This is an optimization exercise on Yosys and OpenROAD, whose aim is a short achievable clock period and few clock cycles per item, not a production implementation.
The RTL was checked by simulation tests, not by an equivalence proof against the original design.
Power figures rest on the tool's default switching activity, not on a simulated workload.

$ cat design/flow/design.v
module memAccessDecode (
   input  logic [31:0] instr,
   input  logic [31:0] memAddr,
   input  logic [31:0] storeData,
   output logic        isLoad,
   output logic        isStore,
   output logic [1:0]  size,
   output logic        victimWay,
   output logic [31:0] storeWord,
   output logic [3:0]  byteEn
);
   localparam logic [5:0] opLw  = 6'h23;
   localparam logic [5:0] opLh  = 6'h21;
   localparam logic [5:0] opLhu = 6'h25;
   localparam logic [5:0] opLb  = 6'h20;
   localparam logic [5:0] opLbu = 6'h24;
   localparam logic [5:0] opSw  = 6'h2B;
   localparam logic [5:0] opSh  = 6'h29;
   localparam logic [5:0] opSb  = 6'h28;
   localparam logic [1:0] sizeByte = 2'd0;
   localparam logic [1:0] sizeHalf = 2'd1;
   localparam logic [1:0] sizeWord = 2'd2;
   logic [5:0] opcode;
   logic [1:0] byteSel;
   logic [4:0] laneShift;
   assign opcode  = instr[31:26];
   assign byteSel = memAddr[1:0];
   always_comb begin
      isLoad  = 1'b0;
      isStore = 1'b0;
      size    = sizeWord;
      case (opcode)
         opLw: begin
            isLoad = 1'b1;
         end
         opLh, opLhu: begin
            isLoad = 1'b1;
            size   = sizeHalf;
         end
         opLb, opLbu: begin
            isLoad = 1'b1;
            size   = sizeByte;
         end
         opSw: begin
            isStore = 1'b1;
         end
         opSh: begin
            isStore = 1'b1;
            size    = sizeHalf;
         end
         opSb: begin
            isStore = 1'b1;
            size    = sizeByte;
         end
         default: begin
         end
      endcase
   end
   always_comb begin
      case (size)
         sizeByte: begin
            laneShift = {~byteSel, 3'b000};
            storeWord = {24'd0, storeData[7:0]} << laneShift;
            byteEn    = 4'b1000 >> byteSel;
         end
         sizeHalf: begin
            laneShift = {~byteSel[1], 4'b0000};
            storeWord = {16'd0, storeData[15:0]} << laneShift;
            byteEn    = byteSel[1] ? 4'b0011 : 4'b1100;
         end
         default: begin
            laneShift = 5'd0;
            storeWord = storeData;
            byteEn    = 4'b1111;
         end
      endcase
   end
   assign victimWay = instr[20];
endmodule
module dcacheArrays (
   input  logic        CLK,
   input  logic        MRST,
   input  logic [3:0]  rdIndex,
   input  logic [1:0]  rdOffset,
   input  logic        wrWay,
   input  logic [3:0]  wrIndex,
   input  logic [1:0]  wrOffset,
   input  logic        wrDataWe,
   input  logic [3:0]  wrByteEn,
   input  logic [31:0] wrData,
   input  logic        wrTagWe,
   input  logic [23:0] wrTag,
   input  logic        wrStateWe,
   input  logic        wrValid,
   input  logic        wrDirty,
   output logic [23:0] tag0,
   output logic        valid0,
   output logic        dirty0,
   output logic [31:0] word0,
   output logic [23:0] tag1,
   output logic        valid1,
   output logic        dirty1,
   output logic [31:0] word1
);
   logic [23:0] tagMem  [0:31];
   logic [31:0] validMem;
   logic [31:0] dirtyMem;
   logic [31:0] dataMem [0:127];
   logic [4:0] wrLine;
   logic [6:0] wrWord;
   assign wrLine = {wrWay, wrIndex};
   assign wrWord = {wrWay, wrIndex, wrOffset};
   assign tag0   = tagMem[{1'b0, rdIndex}];
   assign valid0 = validMem[{1'b0, rdIndex}];
   assign dirty0 = dirtyMem[{1'b0, rdIndex}];
   assign word0  = dataMem[{1'b0, rdIndex, rdOffset}];
   assign tag1   = tagMem[{1'b1, rdIndex}];
   assign valid1 = validMem[{1'b1, rdIndex}];
   assign dirty1 = dirtyMem[{1'b1, rdIndex}];
   assign word1  = dataMem[{1'b1, rdIndex, rdOffset}];
   always_ff @(posedge CLK) begin
      if (MRST) begin
         validMem <= '0;
         dirtyMem <= '0;
      end
      else if (wrStateWe) begin
         validMem[wrLine] <= wrValid;
         dirtyMem[wrLine] <= wrDirty;
      end
   end
   always_ff @(posedge CLK) begin
      if (wrTagWe) begin
         tagMem[wrLine] <= wrTag;
      end
   end
   always_ff @(posedge CLK) begin
      if (wrDataWe) begin
         for (int b = 0; b < 4; b++) begin
            if (wrByteEn[b]) begin
               dataMem[wrWord][b*8 +: 8] <= wrData[b*8 +: 8];
            end
         end
      end
   end
endmodule
module dcacheControl (
   input  logic        CLK,
   input  logic        MRST,
   input  logic        isLoad,
   input  logic        isStore,
   input  logic        victimWay,
   input  logic [31:0] memAddr,
   input  logic [31:0] storeWord,
   input  logic [3:0]  byteEn,
   input  logic [23:0] tag0,
   input  logic        valid0,
   input  logic        dirty0,
   input  logic [31:0] word0,
   input  logic [23:0] tag1,
   input  logic        valid1,
   input  logic        dirty1,
   input  logic [31:0] word1,
   output logic [3:0]  rdIndex,
   output logic [1:0]  rdOffset,
   output logic        wrWay,
   output logic [3:0]  wrIndex,
   output logic [1:0]  wrOffset,
   output logic        wrDataWe,
   output logic [3:0]  wrByteEn,
   output logic [31:0] wrData,
   output logic        wrTagWe,
   output logic [23:0] wrTag,
   output logic        wrStateWe,
   output logic        wrValid,
   output logic        wrDirty,
   output logic [31:0] loadData,
   output logic        stall,
   output logic        memReqRead,
   output logic        memReqWrite,
   output logic [31:0] memReqAddr,
   output logic [31:0] memReqWdata,
   input  logic        memValid,
   input  logic [31:0] memRdata
);
   localparam logic [2:0] stIdle      = 3'd0;
   localparam logic [2:0] stStoreHit  = 3'd1;
   localparam logic [2:0] stWriteBack = 3'd2;
   localparam logic [2:0] stWaitMem   = 3'd3;
   localparam logic [2:0] stRefill    = 3'd4;
   logic [2:0] fsmState;
   logic [1:0] lineCount;
   logic [23:0] addrTag;
   logic [3:0]  addrIndex;
   logic [1:0]  addrOffset;
   logic [1:0] hitVec;
   logic       hit;
   logic       hitWay;
   logic       memOp;
   logic       victimValid;
   logic       victimDirty;
   logic [23:0] victimTag;
   logic       missDirty;
   logic       lastWord;
   logic       wbActive;
   logic [23:0] lineTag;
   logic [3:0]  lineIndex;
   logic        lineWay;
   logic        storeWay;
   logic [3:0]  storeIndex;
   logic [1:0]  storeOffset;
   logic [3:0]  storeByteEn;
   logic [31:0] storeWdata;
   assign addrTag    = memAddr[31:8];
   assign addrIndex  = memAddr[7:4];
   assign addrOffset = memAddr[3:2];
   assign hitVec[0] = valid0 && (tag0 == addrTag);
   assign hitVec[1] = valid1 && (tag1 == addrTag);
   assign hitWay    = hitVec[1];
   assign hit         = |hitVec;
   assign memOp       = isLoad || isStore;
   assign victimValid = victimWay ? valid1 : valid0;
   assign victimDirty = victimWay ? dirty1 : dirty0;
   assign victimTag   = victimWay ? tag1 : tag0;
   assign missDirty   = victimValid && victimDirty;
   assign lastWord    = (lineCount == 2'd3);
   assign wbActive    = (fsmState == stWriteBack);
   assign loadData = (isLoad && hit) ? (hitWay ? word1 : word0) : 32'd0;
   assign stall = memOp && ((fsmState != stIdle) || !hit);
   always_ff @(posedge CLK) begin
      if (MRST) begin
         fsmState  <= stIdle;
         lineCount <= 2'd0;
      end
      else begin
         case (fsmState)
            stIdle: begin
               lineCount <= 2'd0;
               if (memOp && !hit) begin
                  fsmState <= missDirty ? stWriteBack : stWaitMem;
               end
               else if (isStore) begin
                  fsmState <= stStoreHit;
               end
            end
            stStoreHit: begin
               fsmState <= stIdle;
            end
            stWriteBack: begin
               lineCount <= lineCount + 1'b1;
               if (lastWord) begin
                  fsmState <= stIdle;
               end
            end
            stWaitMem: begin
               if (memValid) begin
                  lineCount <= lineCount + 1'b1;
                  fsmState  <= stRefill;
               end
            end
            stRefill: begin
               if (memValid) begin
                  lineCount <= lineCount + 1'b1;
                  if (lastWord) begin
                     fsmState <= stIdle;
                  end
               end
            end
            default: begin
               fsmState <= stIdle;
            end
         endcase
      end
   end
   always_ff @(posedge CLK) begin
      if (fsmState == stIdle) begin
         lineIndex <= addrIndex;
         lineWay   <= victimWay;
         lineTag   <= missDirty ? victimTag : addrTag;
         storeWay    <= hitWay;
         storeIndex  <= addrIndex;
         storeOffset <= addrOffset;
         storeByteEn <= byteEn;
         storeWdata  <= storeWord;
      end
   end
   assign rdIndex  = wbActive ? lineIndex : addrIndex;
   assign rdOffset = wbActive ? lineCount : addrOffset;
   always_comb begin
      wrWay     = 1'b0;
      wrIndex   = 4'd0;
      wrOffset  = 2'd0;
      wrDataWe  = 1'b0;
      wrByteEn  = 4'd0;
      wrData    = 32'd0;
      wrTagWe   = 1'b0;
      wrTag     = 24'd0;
      wrStateWe = 1'b0;
      wrValid   = 1'b0;
      wrDirty   = 1'b0;
      case (fsmState)
         stStoreHit: begin
            wrWay     = storeWay;
            wrIndex   = storeIndex;
            wrOffset  = storeOffset;
            wrDataWe  = 1'b1;
            wrByteEn  = storeByteEn;
            wrData    = storeWdata;
            wrStateWe = 1'b1;
            wrValid   = 1'b1;
            wrDirty   = 1'b1;
         end
         stWriteBack: begin
            wrWay     = lineWay;
            wrIndex   = lineIndex;
            wrStateWe = lastWord;
            wrValid   = 1'b1;
            wrDirty   = 1'b0;
         end
         stWaitMem, stRefill: begin
            wrWay     = lineWay;
            wrIndex   = lineIndex;
            wrOffset  = lineCount;
            wrDataWe  = memValid;
            wrByteEn  = 4'b1111;
            wrData    = memRdata;
            wrTagWe   = memValid && lastWord;
            wrTag     = lineTag;
            wrStateWe = memValid && lastWord;
            wrValid   = 1'b1;
            wrDirty   = 1'b0;
         end
         default: begin
         end
      endcase
   end
   assign memReqRead  = (fsmState == stWaitMem) || (fsmState == stRefill);
   assign memReqWrite = wbActive;
   assign memReqAddr  = {lineTag, lineIndex, (wbActive ? lineCount : 2'b00), 2'b00};
   assign memReqWdata = wbActive ? (lineWay ? word1 : word0) : 32'd0;
endmodule
module memStage (
   input  logic        CLK,
   input  logic        MRST,
   input  logic [31:0] instr,
   input  logic [31:0] memAddr,
   input  logic [31:0] storeData,
   output logic [31:0] loadData,
   output logic        stall,
   output logic        memReqRead,
   output logic        memReqWrite,
   output logic [31:0] memReqAddr,
   output logic [31:0] memReqWdata,
   input  logic        memValid,
   input  logic [31:0] memRdata
);
   logic        isLoad;
   logic        isStore;
   logic [1:0]  size;
   logic        victimWay;
   logic [31:0] storeWord;
   logic [3:0]  byteEn;
   logic [3:0]  rdIndex;
   logic [1:0]  rdOffset;
   logic        wrWay;
   logic [3:0]  wrIndex;
   logic [1:0]  wrOffset;
   logic        wrDataWe;
   logic [3:0]  wrByteEn;
   logic [31:0] wrData;
   logic        wrTagWe;
   logic [23:0] wrTag;
   logic        wrStateWe;
   logic        wrValid;
   logic        wrDirty;
   logic [23:0] tag0;
   logic        valid0;
   logic        dirty0;
   logic [31:0] word0;
   logic [23:0] tag1;
   logic        valid1;
   logic        dirty1;
   logic [31:0] word1;
   memAccessDecode decodeInst (
      .instr     (instr),
      .memAddr   (memAddr),
      .storeData (storeData),
      .isLoad    (isLoad),
      .isStore   (isStore),
      .size      (size),
      .victimWay (victimWay),
      .storeWord (storeWord),
      .byteEn    (byteEn)
   );
   dcacheArrays arraysInst (
      .CLK       (CLK),
      .MRST      (MRST),
      .rdIndex   (rdIndex),
      .rdOffset  (rdOffset),
      .wrWay     (wrWay),
      .wrIndex   (wrIndex),
      .wrOffset  (wrOffset),
      .wrDataWe  (wrDataWe),
      .wrByteEn  (wrByteEn),
      .wrData    (wrData),
      .wrTagWe   (wrTagWe),
      .wrTag     (wrTag),
      .wrStateWe (wrStateWe),
      .wrValid   (wrValid),
      .wrDirty   (wrDirty),
      .tag0      (tag0),
      .valid0    (valid0),
      .dirty0    (dirty0),
      .word0     (word0),
      .tag1      (tag1),
      .valid1    (valid1),
      .dirty1    (dirty1),
      .word1     (word1)
   );
   dcacheControl controlInst (
      .CLK         (CLK),
      .MRST        (MRST),
      .isLoad      (isLoad),
      .isStore     (isStore),
      .victimWay   (victimWay),
      .memAddr     (memAddr),
      .storeWord   (storeWord),
      .byteEn      (byteEn),
      .tag0        (tag0),
      .valid0      (valid0),
      .dirty0      (dirty0),
      .word0       (word0),
      .tag1        (tag1),
      .valid1      (valid1),
      .dirty1      (dirty1),
      .word1       (word1),
      .rdIndex     (rdIndex),
      .rdOffset    (rdOffset),
      .wrWay       (wrWay),
      .wrIndex     (wrIndex),
      .wrOffset    (wrOffset),
      .wrDataWe    (wrDataWe),
      .wrByteEn    (wrByteEn),
      .wrData      (wrData),
      .wrTagWe     (wrTagWe),
      .wrTag       (wrTag),
      .wrStateWe   (wrStateWe),
      .wrValid     (wrValid),
      .wrDirty     (wrDirty),
      .loadData    (loadData),
      .stall       (stall),
      .memReqRead  (memReqRead),
      .memReqWrite (memReqWrite),
      .memReqAddr  (memReqAddr),
      .memReqWdata (memReqWdata),
      .memValid    (memValid),
      .memRdata    (memRdata)
   );
endmodule
$ cat design/flow/run.sh
#!/bin/bash
# synth_recipe.tcl (not shown) runs the flow's synth.tcl, then flattens the netlist and writes it again
# the make line also repeats each setting of config.mk as NAME=value (left out here)
make -C /OpenROAD-flow-scripts/flow DESIGN_CONFIG=/design/flow/config.mk WORK_HOME=/design/flow/orfs CLKGATE_MAP_FILE= SYNTH_SCRIPT=/design/flow/synth_recipe.tcl finish
$ cat design/flow/config.mk
export PLATFORM = sky130hd
export DESIGN_NAME = memStage
export DESIGN_NICKNAME = memStage
export VERILOG_FILES = /design/flow/design.v
export SDC_FILE = /design/flow/constraint.sdc
export NUM_CORES = 4
export LEC_CHECK = 0
export CAP_MARGIN = 20
export CORE_MARGIN = 2
export CORE_UTILIZATION = 45
export SLEW_MARGIN = 20
export SYNTH_MEMORY_MAX_BITS = 8192
$ cat design/flow/constraint.sdc
create_clock -name core_clock -period 11.0 [get_ports {CLK}]
set_input_delay 2.2000 -clock core_clock [delete_from_list [all_inputs] [get_ports {CLK}]]
set_output_delay 2.2000 -clock core_clock [all_outputs]
set_load 0.01 [all_outputs]
==> impl.org, run 1 <==
** Die
- The initial utilization of the core area, before any placement, comes to 45.18%.
- Number of top-level design ports :: 230
- The floorplan has 249 rows.
- Overall die height :: 683.2 um
- In this run the horizontal extent of the chip is 683.2 um.
- The region available for standard cell placement spans 459500 um2.
- Die Footprint :: 466800 um2

** Setup path
- STA classifies the critical path endpoint as an output port.
- The most numerous cell type found on the critical path is buf_4.
- Critical path launch point :: memAddr[6]
- Flop2flop setup slack :: 4.77 ns
- The number of cells on the worst reg-to-reg path is 14.
- The worst register-to-register path ends at controlInst.fsmState[0].
- Worst r2r src :: controlInst.fsmState[1]
- In this design, the stage delay of the slowest critical-path cell is 0.70 ns.
- The signal on the critical path passes through clkdlybuf4s50_1 -> buf_4 -> nand2_1 -> o22ai_2 -> buf_4 -> a32oi_1 -> and4_1 -> or3_1 -> a211oi_2 -> buf_4 -> nand4_1 -> a2111oi_2 -> buf_4 -> a22oi_1 -> or3_4 -> a21oi_2 -> buf_4 -> clkdlybuf4s50_1.
- For the worst setup path, the data required time is 8.80 ns.
- Data arrival at the endpoint of the critical path :: 8.51 ns
- Following the worst setup path forward leads to its endpoint at loadData[31].
- In this run the worst path has a maximum fanout of 19.
- Startpoint type of the worst setup path :: input pin
- Critical Path Slowest Stage Cell :: or3_4
- Kind of critical path :: in2out

** Drt
- Using the TritonRoute via totals, the vias-per-cell ratio works out to 5.938.
- In this run, the number of DRC markers left after iteration 0 of detailed routing was 16388.
- The pre-antenna-repair detailed-routing pass consisted of 7 iterations.
- Summing over every cut layer, the via total after detailed routing is 137679.
- Wires add up to 628500 um.
- In the routed design, unresolved DRC markers number 0.
- Dividing the detail-routed wire length by the instance count gives 27.11 um.
- Number of nets with antenna violations after detailed routing :: 0

** Power
- IR analysis of the VDD net gives a maximum drop of 0.0001715 V.
- LEAKAGE :: 84.73 nW
- For this design the ratio of total power to cell area is 177.4 nW/um2.

** Logic synthesis
- In the synthesized netlist the async set-or-reset flop fraction comes to 0%.
- Unique masters post-synth :: 91
- Leading register cell type out of synthesis :: edfxtp_1
- Counting flops with a built-in enable in the synthesized netlist gives 4932.
- Number of standard cells after synthesis :: 16693
- Cell area after synthesis :: 207600 um2
- The average instance in the mapped netlist occupies 12.44 um2.
- After synthesis the netlist holds a flip-flop and latch count of 5001.
- Share of the yosys chip area belonging to registers :: 72.00%
- The Yosys step of the flow raised 3 warnings.

** Timing
- Between clock sinks in the finished design, the worst skew comes to 0.06790 ns.
- The max-slew violation total from the final report is 0.
- The final hold violation count was 0.
- Setup repair after global routing left no endpoint under its margin.
- Upper clock frequency limit :: 0.09341 GHz
- Setup violations remaining at the end of the flow were counted as 0.
- Subtracting the final worst setup slack from the clock period gives 10.71 ns.
- Final clock period utilization by the worst path :: 97.33%
- Worst Max-Slew Pin Slew :: 1.191 ns
- Final-layout setup total negative slack :: 0 ns
- Remaining max-slew budget at the tightest pin :: 20.62%

** Flow run
- Max capacitance violation total :: 0

** Final layout
- In the final layout, the share of cells above drive strength 1 is 8.515%.
- Final Net Count :: 16779
- Area growth, synth to finish :: 12.66%
- For this run, the number of standard cells in the final layout without fillers is 23188.
- Once layout is complete, the utilization of the core stands at 50.90%.
- After filler insertion, the fill cell instance count of the layout stands at 39073.

** GRT
- The number of antenna violations at the first check in global routing is 31.
- Wire length of the first global-routing pass :: 905400 um
- In the global route stage, overall resource usage came out at 26.10%.
- Via count of the first global-routing pass :: 130290
- Summed over all layers, the global routing overflow is 0.
- Pin count of the biggest net entering global routing :: 157

** CTS
- Latest clock arrival within the worst-skew pair :: 1.05 ns
- Buffers from clock root to sink, at most :: 4
- Clock tree synthesis inserted a total of 521 buffers.
- Clock-pin slew was measured on the worst setup and hold paths at 0.06 ns.
- Post-cts hold buffer count :: 0
- The cell sitting at the root of the clock tree is a clkbuf_16.
- The H-tree was split into 6 levels.
- CTS saw 5001 sinks.
- TritonCTS built the clock tree.

** Placement
- The HPWL after detailed placement is 366400 um.
- Number of port buffers :: 202
- At the end of routability-driven placement, the weighted congestion stood at 0.8689.
- Once placement completed, the tool counted placed cells totaling 22268.

** Outcome
- The run finished with no timing, DRC or antenna violations.

** Hold path
- The min-delay analysis places its worst path in the category reg2reg.
-- cell usage after synthesis (all sizes together) (57+ instances only) --
master / n / area, um2
a211oi: 160 / 1201
a21oi: 277 / 1510
a311oi: 403 / 3530
a31oi: 148 / 925.9
and3: 208 / 1301
buf: 401 / 1937
clkbuf: 842 / 3161
dfxtp: 69 / 1381
edfxtp: 4932 / 148100
mux2: 68 / 769.5
mux2i: 351 / 3530
mux4: 57 / 1284
nand2: 4528 / 17000
nand2b: 62 / 387.9
nand3: 2768 / 13850
nor2: 692 / 2597
nor3: 74 / 370.4
o21ai: 109 / 549.3
-- critical path, delay by kind of cell --
family	cells	cell delay (ns)
and+or+nand+nor	5	1.73
AOI/OAI and AO/OA	6	2.10
buffers and inverters	7	2.35
-- report_power, final --
part / internal (W) / leakage [nW] / total [W] / switching (W)
combinational: 0.000934 / 21.8 / 0.00365 / 0.00272
sequential: 0.0208 / 55.1 / 0.0208 / 0.0000323
clock: 0.00971 / 7.85 / 0.0170 / 0.00730
total: 0.0314 / 84.7 / 0.0415 / 0.0101
-- through the flow --
step / total power [W] / setup slack [ns] / hold WS, ns / instance area (um2)
3_5_place_dp: 0.02483 / -0.1723 / 0.4434 / 217700
6_report: 0.04150 / 0.2940 / 0.4539 / 233900
3_3_place_gp: 0.02481 / -0.2234 / 0.4411 / 217700
5_1_grt: 0.04253 / 0.2268 / 0.4707 / 233900
2_1_floorplan: 0.02320 / 3.188 / 0.4322 / 207600
4_1_cts: 0.04159 / 0.2306 / 0.4524 / 233800
-- metal layers --
metal  routed length, um  share of wire (%)  GRT usage, %  up-vias
li1                    -                  -             -    61184
met4               26470                4.2         10.19       12
met2              295100                 47         41.46     6187
met5                  78              0.012             0        -
met3               52590                8.4         4.211     1074
met1              254300                 40         36.19    69222
-- worst min-delay path by stage --
stage / start / endpoint / slack [ns] / cells after the start
final: arraysInst.dirtyMem[0] / arraysInst.dirtyMem[0] / 0.45 / 2
after global routing: arraysInst.dirtyMem[28] / arraysInst.dirtyMem[28] / 0.47 / 2
after CTS: arraysInst.dirtyMem[0] / arraysInst.dirtyMem[0] / 0.45 / 2
after detailed placement: arraysInst.dirtyMem[0] / arraysInst.dirtyMem[0] / 0.44 / 2
after global placement: arraysInst.dirtyMem[0] / arraysInst.dirtyMem[0] / 0.44 / 2
after floorplan: arraysInst.dirtyMem[0] / arraysInst.dirtyMem[0] / 0.43 / 2
-- what timing repair did --
action	CTS	global route
cloned	0	0
resized for setup	3	1
setup endpoints to repair	1	1
buffers inserted	0	0
-- layout make-up --
class	count	area [um2]	share of cell area, %
Timing Repair Buffer	669	6601	2.822
Antenna cell	11	27.53	0.01177
Clock inverter	239	2052	0.8773
Sequential cell	5001	149500	63.91
Inverter	54	210.2	0.08987
Multi-Input combinational cell	10396	53750	22.98
Clock buffer	669	14080	6.022
Tap cell	6149	7694	3.289
-- layout by cell type (no fill, tap or decap), types with 34 or more instances in the layout --
| cell | n |
|---|---|
| edfxtp_1 | 4932 |
| nand2_1 | 4517 |
| nand3_1 | 2758 |
| nor2_1 | 660 |
| clkbuf_16 | 544 |
| a311oi_1 | 403 |
| buf_4 | 379 |
| mux2i_1 | 348 |
| a21oi_1 | 239 |
| and3_1 | 208 |
| clkdlybuf4s50_1 | 198 |
| a211oi_1 | 159 |
| a31oi_1 | 148 |
| clkbuf_1 | 123 |
| clkinv_1 | 118 |
| o21ai_0 | 103 |
| buf_12 | 85 |
| dfxtp_1 | 69 |
| mux2_2 | 66 |
| nor3_1 | 64 |
| nand2b_1 | 61 |
| mux4_2 | 57 |
| clkinv_2 | 51 |
| inv_1 | 48 |
| o211a_1 | 44 |
| a22oi_1 | 35 |
| a21oi_2 | 34 |
-- flip-flops by register name, indices dropped and copies added (netlist names), 2 cells and up --
name	cells
arraysInst.dataMem	4096
controlInst.fsmState	3
controlInst.lineCount	2
controlInst.lineIndex	4
controlInst.lineTag	24
arraysInst.tagMem	768
arraysInst.validMem	32
arraysInst.dirtyMem	32
controlInst.storeOffset	2
controlInst.storeByteEn	4
controlInst.storeWdata	32
-- logic make-up (layout without fill, tap and decap cells) --
kind of cell | Yosys count | count (layout) | synth area share, %
AO/OA/AOI/OAI | 1429 | 1429 | 5.106
adder cells (fa/ha/maj) | 5 | 5 | 0.03013
buffers and inverters | 1297 | 1631 | 2.553
other | 1 | 13 | 0.001806
AND/OR/NAND/NOR | 8455 | 8455 | 17.50
flip-flops | 5001 | 5001 | 72.00
multiplexers | 476 | 476 | 2.689
XOR/XNOR | 29 | 29 | 0.1223
Testbench counts, summed over its fixed seeds: cycles 137,664, instrs 32,000.
==> run 2, diff against run 1 <==
==> design/flow/flow/run.sh (new file) <==
#!/bin/bash
# Standard layout, with timing repair aimed past the clock period and
# port buffers and repair free to use any buffer footprint.
set -euo pipefail
bash standard.sh SETUP_SLACK_MARGIN=4.0 MATCH_CELL_FOOTPRINT=0 \
   "BUFFER_PORTS_ARGS=-buffer_cell sky130_fd_sc_hd__buf_4" finish > standard.log 2>&1
==> design/flow/standard.sh (new file) <==
#!/bin/bash
# synth_recipe.tcl (not shown) runs the flow's synth.tcl, then flattens the netlist and writes it again
# the make line also repeats each setting of config.mk as NAME=value (left out here)
make -C /OpenROAD-flow-scripts/flow DESIGN_CONFIG=/design/flow/config.mk WORK_HOME=/design/flow/orfs CLKGATE_MAP_FILE= SYNTH_SCRIPT=/design/flow/synth_recipe.tcl "${@:-finish}"
--- a/design/flow/config.mk
+++ b/design/flow/config.mk
@@ -10,3 +10,4 @@
 export CORE_UTILIZATION = 45
 export SLEW_MARGIN = 20
 export SYNTH_MEMORY_MAX_BITS = 8192
+export TNS_END_PERCENT = 20
removed: design/flow/run.sh
==> run 2 against run 1 <==
Sequential cell count stayed put. Count of clock-buffer cells in the layout is 8 lower. Combinational power is 5% higher. Critical endpoint is now loadData[30]. Largest cell class unchanged. Total power is 0.91% higher. Via count is 0.73% higher. Still clean on timing, DRC and antenna.
==> impl.org, run 2 <==
** Outcome
- Run status :: timing/DRC/antenna clean

** Setup path
- RR Endpoint :: arraysInst.dataMem[61][25]
- Of all nets on the critical path, the largest fanout is 24.
- Startpoint type of the worst setup path :: register
- Delay of the slowest cell on the worst path :: 0.57 ns
- STA classifies the critical path endpoint as an output port.
- Most prevalent standard cell on the critical path :: buf_4
- Cells along the critical path :: buf_4 -> nand4bb_1 -> buf_4 -> o21ai_4 -> buf_4 -> clkbuf_16 -> a211oi_1 -> a21oi_1 -> a211o_1 -> a2111oi_0 -> nand4_1 -> a2111oi_4 -> a22oi_2 -> or3_4 -> buf_6 -> a21oi_4 -> buf_6
- The critical path is of the reg2out type.
- Critical path endpoint :: loadData[30]
- Required arrival time at the worst endpoint :: 8.80 ns
- Number of cells on the worst reg-to-reg path :: 6
- For the worst setup path, the data arrival time is 6.54 ns.
- The critical path starts at controlInst.lineIndex[1].
- Flop2flop setup slack :: 5.21 ns
- Worst r2r src :: controlInst.fsmState[0]
- For this design, the slowest cell found on the critical path is or3_4.

** GRT
- Wire length of the first global-routing pass :: 918900 um
- Pin count of the biggest net entering global routing :: 154
- Final global-route overflow total :: 0
- For this run, the total global-route usage over all layers was measured as 26.56%.
- Via count of the first global-routing pass :: 130409
- Initial antenna violation count :: 28

** Timing
- Setup repair after global routing could not meet its margin everywhere.
- Setup violations remaining at the end of the flow were counted as 0.
- Worst Max-Slew Pin Slew :: 1.203 ns
- Worst setup skew after layout :: 0.1080 ns
- The max-slew violation total from the final report came to 0.
- Adding up every negative setup slack in the final design gives 0 ns.
- Of the available clock period, the critical path in the final layout requires 79.46%.
- The final hold violation count came to 0.
- Upper clock frequency limit :: 0.1144 GHz
- The routed design could run at a clock period as short as 8.740 ns.
- Remaining max-slew budget at the tightest pin :: 19.37%

** Logic synthesis
- Post-synth top cells :: edfxtp_1 (4932), nand2_1 (4528), nand3_1 (2768)
- Yosys mapped the design onto 91 distinct sky130hd cell types.
- In this run, synthesis inferred 4932 flip-flops with an integrated enable.
- Number of standard cells after synthesis :: 16693
- Synthesis inferred 5001 register bits.
- Sequential elements use 72.00% of the synthesized area.
- The most used flip-flop cell after synthesis is edfxtp_1.
- Top-count cell post-synth :: edfxtp_1
- FFs w/ async S/R, synth :: 0%
- Cells taking the most area after synthesis :: edfxtp_1 (71%), nand2_1 (8.2%), nand3_1 (6.7%), a311oi_1 (1.7%), mux2i_1 (1.7%)
- edfxtp_1 takes more of the synthesized area than any other cell.
- A synthesized cell averages 12.44 um2.
- Cell area after synthesis :: 207600 um2
- During synthesis, Yosys emitted a total of 3 warnings.
- Area share of the leading cell type in the synthesized netlist :: 71.33%

** Placement
- Summing all placed instances gives a cell area of 216800 um2.
- The wire-length estimate of the detail-placed layout is 360800 um.
- Routability-driven placement finished with a final weighted congestion of 0.8767.
- Number of port buffers :: 202

** CTS
- # clock sinks :: 5001
- TritonCTS built the clock tree.
- Clock input transition at the sequential cells of the worst setup and hold paths :: 0.06 ns
- Post-cts hold buffer count :: 0
- The later pin in the worst-skew pair is clocked with a latency of 1.12 ns.
- Buffers from clock root to sink, at most :: 4
- Number of buffers created by CTS :: 527
- Level count of the clock H-tree :: 6
- Clk Tree Root Cell :: clkbuf_16

** Power
- Largest vdd supply drop :: 0.0001791 V
- Power Density :: 177.3 nW/um2
- LEAKAGE :: 85.99 nW

** Drt
- Dividing the detail-routed wire length by the instance count gives 27.60 um.
- 1st-iter DRT viols :: 16852
- Via-per-instance ratio :: 5.956
- After detailed routing, the total wire length is 642700 um.
- The detail route stage leaves a number of antenna-violating nets equal to 0.
- Before antenna repair, the detailed router went through 7 iterations.
- The detailed router placed 138690 vias in this run.
- Post-route DRC :: 0

** Final layout
- Reg with most FFs :: arraysInst.dataMem
- Largest registers :: arraysInst.dataMem x4096, arraysInst.tagMem x768
- Final Cell Area :: 236200 um2
- Most used cells in the layout excluding fill and tap cells :: edfxtp_1 (4932), nand2_1 (4517), nand3_1 (2753)
- Number of flip-flops in the largest register :: 4096
- Compared with the post-synthesis result, the final layout area differs by 13.75%.
- After filler insertion, the fill cell instance count of the layout stands at 38726.
- The post-route netlist has 10.81% of its cells at a drive strength greater than 1.
- The final layout contains 16859 nets.
- Leaving out fill and tap cells, the most frequent cell in the layout is edfxtp_1.

** Die
- Number of top-level design ports :: 230
- Die Footprint :: 466800 um2
- The die is 683.2 um wide.
- Number of cell rows :: 249
- The die is 683.2 um tall.
- The total area inside the core boundary comes to 459500 um2.
- Initial core utilization :: 45.18%

** Flow run
- Max-cap violations in this run came to 0.

** Hold path
- The path class of the tightest hold or removal check is reg2reg.
[run 2: changes by cell type in the layout (fill, tap and decap cells not counted), moves of 18 or more]
cell,delta
buf_6,+47
clkbuf_16,+18
a21oi_4,+32
clkdlybuf4s50_1,-198
a21oi_2,-23
buf_4,+174
[run 2: cell type report]
type	count	area, um2	area share (%)
flip-flops and latches	5001	149500	63.30
multi-input cells	10403	54800	23.20
clock buffers	661	13920	5.896
well taps	6149	7694	3.258
repair buffers	736	7555	3.199
clock inverters	265	2414	1.022
inverters	54	241.5	0.1023
diodes	18	45.04	0.01907
[run 2: how the worst min path moves through the flow]
stage | slack (ns) | depth (start not counted) | end | from
floorplan | 0.43 | 2 | arraysInst.dirtyMem[0] | arraysInst.dirtyMem[0]
global placement | 0.44 | 2 | arraysInst.dirtyMem[20] | arraysInst.dirtyMem[20]
detailed placement | 0.45 | 2 | arraysInst.dirtyMem[0] | arraysInst.dirtyMem[0]
CTS | 0.46 | 2 | arraysInst.dirtyMem[0] | arraysInst.dirtyMem[0]
global route | 0.48 | 2 | arraysInst.dirtyMem[0] | arraysInst.dirtyMem[0]
finish | 0.46 | 2 | arraysInst.dirtyMem[0] | arraysInst.dirtyMem[0]
[run 2: worst max-delay path: cells and delay by family, from the launching register on]
family | cells | cell delay [ns]
and+or+nand+nor | 3 | 0.92
buffers and inverters | 6 | 1.54
AOI/OAI and AO/OA | 8 | 2.35
DFF | 1 | 0.55
[run 2: timing repair]
| action | 4_1_cts | 5_1_grt |
|---|---|---|
| setup buffers | 95 | 11 |
| endpoints found under the setup margin | 65 | 65 |
| pin swaps | 38 | 19 |
| gates resized for setup | 226 | 46 |
| cloned | 31 | 7 |
[run 2: logic make-up (layout without fill, tap and decap cells)]
logic type                 count (synthesis)  after routing  share of synthesized area, %
DFF                                     5001           5001                         72.00
other                                      1             20                      0.001806
buffers and inverters                   1297           1716                         2.553
adders and majority gates                  5              5                       0.03013
AOI/OAI and AO/OA                       1429           1433                         5.106
and+or+nand+nor                         8455           8456                         17.50
muxes                                    476            478                         2.689
xor gates and xnor gates                  29             29                        0.1223
[run 2: power breakdown]
part           switching (W)  internal, W
Clock                0.00752      0.00969
Sequential         0.0000360       0.0208
Combinational        0.00280      0.00103
Total                 0.0104       0.0315
[run 2: layer usage]
metal | wire (um) | global-route usage (%) | share of wire (%)
met4 | 30020 | 10.97 | 4.7
met2 | 299800 | 42.24 | 47
met1 | 256500 | 36.72 | 40
met5 | 37 | 0 | 0.0058
met3 | 56330 | 4.054 | 8.8
[run 2: metrics by stage]
stage / utilization [%] / hold slack (ns) / cells / setup slack, ns / total power [W]
2_1_floorplan: - / 0.4322 / 16694 / 3.495 / 0.02322
3_3_place_gp: 47.16 / 0.4421 / 22197 / 0.7856 / 0.02475
3_5_place_dp: 47.17 / 0.4498 / 22197 / 0.7692 / 0.02477
4_1_cts: 51.26 / 0.4576 / 23249 / 2.462 / 0.04191
5_1_grt: 51.39 / 0.4793 / 23279 / 2.310 / 0.04290
6_report: 51.39 / 0.4551 / 23287 / 2.260 / 0.04187

==> afterwards: timing with drivers on the ports <==
How much do the figures lean on ideal ports? The routed layouts below were timed once more, with nothing changed but the port constraints.
Step 1 (the two cells are an assumption about what drives the block):
set clk [get_ports {CLK}]
set_driving_cell -lib_cell sky130_fd_sc_hd__clkbuf_16 $clk
set_driving_cell -lib_cell sky130_fd_sc_hd__buf_2 [delete_from_list [all_inputs] $clk]
Step 2 adds t to the input delays and takes it off the output delays; t is the mean of the earliest and latest rising clock arrival at the registers after step 1. Input paths then give back, and output paths get back, about the clock's delay inside the block.
a / b / c = ideal / step 1 / step 2; a / b = the first two.
| run | shift t [ns] | setup slack, ns | worst slew at a driven data input, ns |
|---|---|---|---|
| run 1 | 1.145 | 0.294 / 0.223 / 0.271 | 0.14 |
| run 2 | 1.184 | 2.260 / 2.038 / 2.038 | 0.28 |
After both steps setup and hold are still met in every run listed. The setup slack of run 2, which loses most, moves by -0.222 ns with the drivers and by -0.222 ns with both steps.
